This design comes from an exercise in tuning for small area, a short achievable clock period and few clock cycles on the open sky130 flow, not from production work. The RTL was checked by simulation tests, not by an equivalence proof against the original design.

== v6 ==
==> module nrle_emit, before the edit <==
module nrle_emit (
  input  logic        clk,
  input  logic        rst_n,
  output logic        ready,      
  input  logic        load,       
  input  logic [15:0] slots_in,
  input  logic [1:0]  nm1_in,
  input  logic [6:0]  bright_in,
  input  logic        res_ready,
  output logic        res_valid,
  output logic [3:0]  res_led_index,
  output logic [1:0]  res_color_channel,
  output logic [6:0]  res_level,
  output logic        res_last
);
  logic        fresh_r;
  logic [15:0] q_r;
  logic [1:0]  nm1q_r;
  logic [6:0]  brq_r;
  logic        busy_r;
  logic [12:0] k_r;
  logic [14:0] k3_r;
  logic [2:0][4:0] sel_r;
  logic [3:0]  code_r;
  logic [1:0]  nm1_r;
  logic        vld_r;
  logic [3:0]  ri_r;
  logic [1:0]  rc_r;
  logic [6:0]  rl_r;
  logic        adv, w_last, w_lastseg, seg_end, start, step, take;
  logic [3:0]  w_led;
  logic [1:0]  w_ch, ch_nxt;
  logic [3:0]  code_nxt;
  logic [12:0] k_nxt;
  logic [14:0] k3_nxt;
  logic [2:0][4:0] sel_nxt;
  logic [6:0]  level;
  always_comb begin
    if (!vld_r || (ri_r == 4'd11 && rc_r == 2'd2)) begin
      w_led = 4'd0;
      w_ch  = 2'd0;
    end else if (rc_r == 2'd2) begin
      w_led = ri_r + 4'd1;
      w_ch  = 2'd0;
    end else begin
      w_led = ri_r;
      w_ch  = rc_r + 2'd1;
    end
  end
  assign w_last = (w_led == 4'd11) && (w_ch == 2'd2);
  always_comb begin
    case (nm1_r)
      2'd0: begin
        seg_end   = 1'b0;
        w_lastseg = 1'b1;
      end
      2'd1: begin
        seg_end   = (w_led == 4'd5);
        w_lastseg = (w_led >= 4'd6);
      end
      2'd2: begin
        seg_end   = (w_led == 4'd3) || (w_led == 4'd7);
        w_lastseg = (w_led >= 4'd8);
      end
      default: begin
        seg_end   = (w_led == 4'd2) || (w_led == 4'd5) || (w_led == 4'd8);
        w_lastseg = (w_led >= 4'd9);
      end
    endcase
  end
  assign ready = !fresh_r && (!busy_r || w_lastseg);
  assign start    = fresh_r && (!busy_r || w_last);
  assign step     = busy_r && !w_last && (w_ch == 2'd2) && seg_end;
  assign take     = start || step;
  assign ch_nxt   = (start || w_ch == 2'd2) ? 2'd0 : w_ch + 2'd1;
  assign code_nxt = take ? q_r[3:0] : code_r;
  nrle_kpal u_kpal (
    .code (code_nxt),
    .ch   (ch_nxt),
    .k    (k_nxt),
    .k3   (k3_nxt)
  );
  nrle_bdig u_bdig (
    .bright (brq_r),
    .sel    (sel_nxt)
  );
  nrle_lane u_lane (
    .k     (k_r),
    .k3    (k3_r),
    .sel   (sel_r),
    .level (level)
  );
  assign adv = !vld_r || res_ready;
  always_ff @(posedge clk) begin
    if (!rst_n) begin
      fresh_r <= 1'b0;
      busy_r  <= 1'b0;
      vld_r   <= 1'b0;
    end else begin
      if (load) begin
        fresh_r <= 1'b1;
      end else if (adv && start) begin
        fresh_r <= 1'b0;
      end
      if (adv) begin
        busy_r <= (busy_r && !w_last) || fresh_r;
        vld_r  <= busy_r;
      end
    end
  end
  always_ff @(posedge clk) begin
    if (load) begin
      q_r    <= slots_in;
      nm1q_r <= nm1_in;
      brq_r  <= bright_in;
    end else if (adv && take) begin
      q_r <= {4'd0, q_r[15:4]};
    end
    if (adv && (start || (busy_r && !w_last))) begin
      k_r    <= k_nxt;
      k3_r   <= k3_nxt;
      code_r <= code_nxt;
    end
    if (adv && start) begin
      sel_r <= sel_nxt;
      nm1_r <= nm1q_r;
    end
    if (adv && busy_r) begin
      ri_r <= w_led;
      rc_r <= w_ch;
      rl_r <= level;
    end
  end
  assign res_valid         = vld_r;
  assign res_led_index     = ri_r;
  assign res_color_channel = rc_r;
  assign res_level         = rl_r;
  assign res_last          = (ri_r == 4'd11) && (rc_r == 2'd2);
endmodule
Settings: LEC_CHECK=0, CAP_MARGIN=20, CORE_MARGIN=2, CORE_UTILIZATION=40, SETUP_SLACK_MARGIN=4.0, SLEW_MARGIN=20; clock period 7.5 ns.
run.sh (not shown) runs the stock make flow with config.mk's settings and CLKGATE_MAP_FILE= SYNTH_SCRIPT=/design/flow/synth_recipe.tcl, a recipe that flattens the netlist after the stock synthesis.
Both conditions hold for v6: the flow ran to the end and the final layout passed the timing, design-rule and antenna checks.
Testbench counts of v6, summed over its fixed seeds: cycles 13,848.
For v3, these inputs were changed with respect to v6:
-- flow/design.v --
<<< v6, line 131
  logic [3:0]  code_r;
  logic [1:0]  nm1_r;
  logic        vld_r;
  logic [3:0]  ri_r;
  logic [1:0]  rc_r;
  logic [6:0]  rl_r;
  logic        adv, w_last, w_lastseg, seg_end, start, step, take;
  logic [3:0]  w_led;
  logic [1:0]  w_ch, ch_nxt;
>>> v3, line 131
  logic [3:0]  code_r;
  logic [1:0]  nm1_r;
  logic [3:0]  led_r;
  logic [1:0]  ch_r;
  logic        vld_r;
  logic [3:0]  ri_r;
  logic [1:0]  rc_r;
  logic [6:0]  rl_r;
  logic        adv, w_last, w_lastseg, seg_end, start, take;
  logic [3:0]  w_led;
  logic [1:0]  w_ch, ch_nxt;
<<< v6, line 143
  logic [2:0][4:0] sel_nxt;
  logic [6:0]  level;
  always_comb begin
    if (!vld_r || (ri_r == 4'd11 && rc_r == 2'd2)) begin
      w_led = 4'd0;
      w_ch  = 2'd0;
    end else if (rc_r == 2'd2) begin
      w_led = ri_r + 4'd1;
      w_ch  = 2'd0;
    end else begin
      w_led = ri_r;
      w_ch  = rc_r + 2'd1;
    end
  end
  assign w_last = (w_led == 4'd11) && (w_ch == 2'd2);
  always_comb begin
>>> v3, line 145
  logic [2:0][4:0] sel_nxt;
  logic [6:0]  level;
  assign w_led = led_r;
  assign w_ch  = ch_r;
  assign w_last = (w_led == 4'd11) && (w_ch == 2'd2);
  always_comb begin
<<< v6, line 178
  assign ready = !fresh_r && (!busy_r || w_lastseg);
  assign start    = fresh_r && (!busy_r || w_last);
  assign step     = busy_r && !w_last && (w_ch == 2'd2) && seg_end;
  assign take     = start || step;
  assign ch_nxt   = (start || w_ch == 2'd2) ? 2'd0 : w_ch + 2'd1;
  assign code_nxt = take ? q_r[3:0] : code_r;
  nrle_kpal u_kpal (
>>> v3, line 170
  assign ready = !fresh_r && (!busy_r || w_lastseg);
  assign start    = fresh_r && (!busy_r || w_last);
  assign take     = !busy_r || ((w_ch == 2'd2) && (seg_end || w_led == 4'd11));
  assign ch_nxt   = (w_ch == 2'd2) ? 2'd0 : w_ch + 2'd1;
  assign code_nxt = take ? q_r[3:0] : code_r;
  nrle_kpal u_kpal (
<<< v6, line 204
      busy_r  <= 1'b0;
      vld_r   <= 1'b0;
    end else begin
      if (load) begin
>>> v3, line 195
      busy_r  <= 1'b0;
      vld_r   <= 1'b0;
      ch_r    <= 2'd2;
    end else begin
      if (load) begin
<<< v6, line 214
        vld_r  <= busy_r;
      end
    end
  end
>>> v3, line 206
        vld_r  <= busy_r;
      end
      if (adv && (start || (busy_r && !w_last))) begin
        ch_r <= ch_nxt;
      end
    end
  end
<<< v6, line 221
      nm1q_r <= nm1_in;
      brq_r  <= bright_in;
    end else if (adv && take) begin
      q_r <= {4'd0, q_r[15:4]};
    end
    if (adv && (start || (busy_r && !w_last))) begin
>>> v3, line 216
      nm1q_r <= nm1_in;
      brq_r  <= bright_in;
    end else if (adv && take && (start || (busy_r && !w_last))) begin
      q_r <= {4'd0, q_r[15:4]};
    end
    if (adv && start) begin
      led_r <= 4'd0;
    end else if (adv && busy_r && !w_last && w_ch == 2'd2) begin
      led_r <= led_r + 4'd1;
    end
    if (adv && (start || (busy_r && !w_last))) begin
Notes after the runs:
- ~same final-layout clock-cell area share in v6 and v3
- Any difference in global-route usage between v6 and v3 is small enough to ignore.
- Diff v6 -> v3: minimum clock period after layout decreased by 0.29 ns relative to the old numbers; die area increased by about 2.7% relative to the old numbers; core utilization decreased by 3.9 points relative to the old numbers.
- The post-route met1 wirelength reported for v3 is smaller than that of v6 by about 1.5%.
- Looking at share of the final layout cell area in sequential cells across v6 and v3, the one that comes out lower is v6.
- Number of top-level design ports: v3 vs v6 identical
- In v3, total routed wirelength is lower than in v6.
Testbench counts of v3, summed over its fixed seeds: cycles 13,848.

-- port drivers added, routing unchanged --
No port has a modelled driver above. Below, the same layouts with a new extraction and two added sets of constraints. Step 1: set_driving_cell puts a clkbuf_16 on clk and a buf_2 on each other input, an assumption about the parent block. Step 2 also shifts input and output timing later by t, the mid clock arrival at the registers, as if the neighbouring blocks saw the same clock. Slacks: ideal ports / drivers / drivers and shift; pairs: ideal ports / drivers.
run | shift t [ns] | setup WS [ns] | hold WS [ns] | latest minus earliest clock arrival (ns) | worst register clock-pin slew, ns
v6 | 0.379 | 3.740 / 3.734 / 3.740 | 0.431 / 0.431 / 0.431 | 0.010 / 0.010 | 0.07 / 0.07
v3 | 0.383 | 4.028 / 4.028 / 3.685 | 0.422 / 0.422 / 0.422 | 0.011 / 0.010 | 0.07 / 0.07
After both steps setup and hold are still met in every run listed. For v3, which loses most, drivers alone change the setup slack by 0.000 ns; drivers and shift together by -0.343 ns.
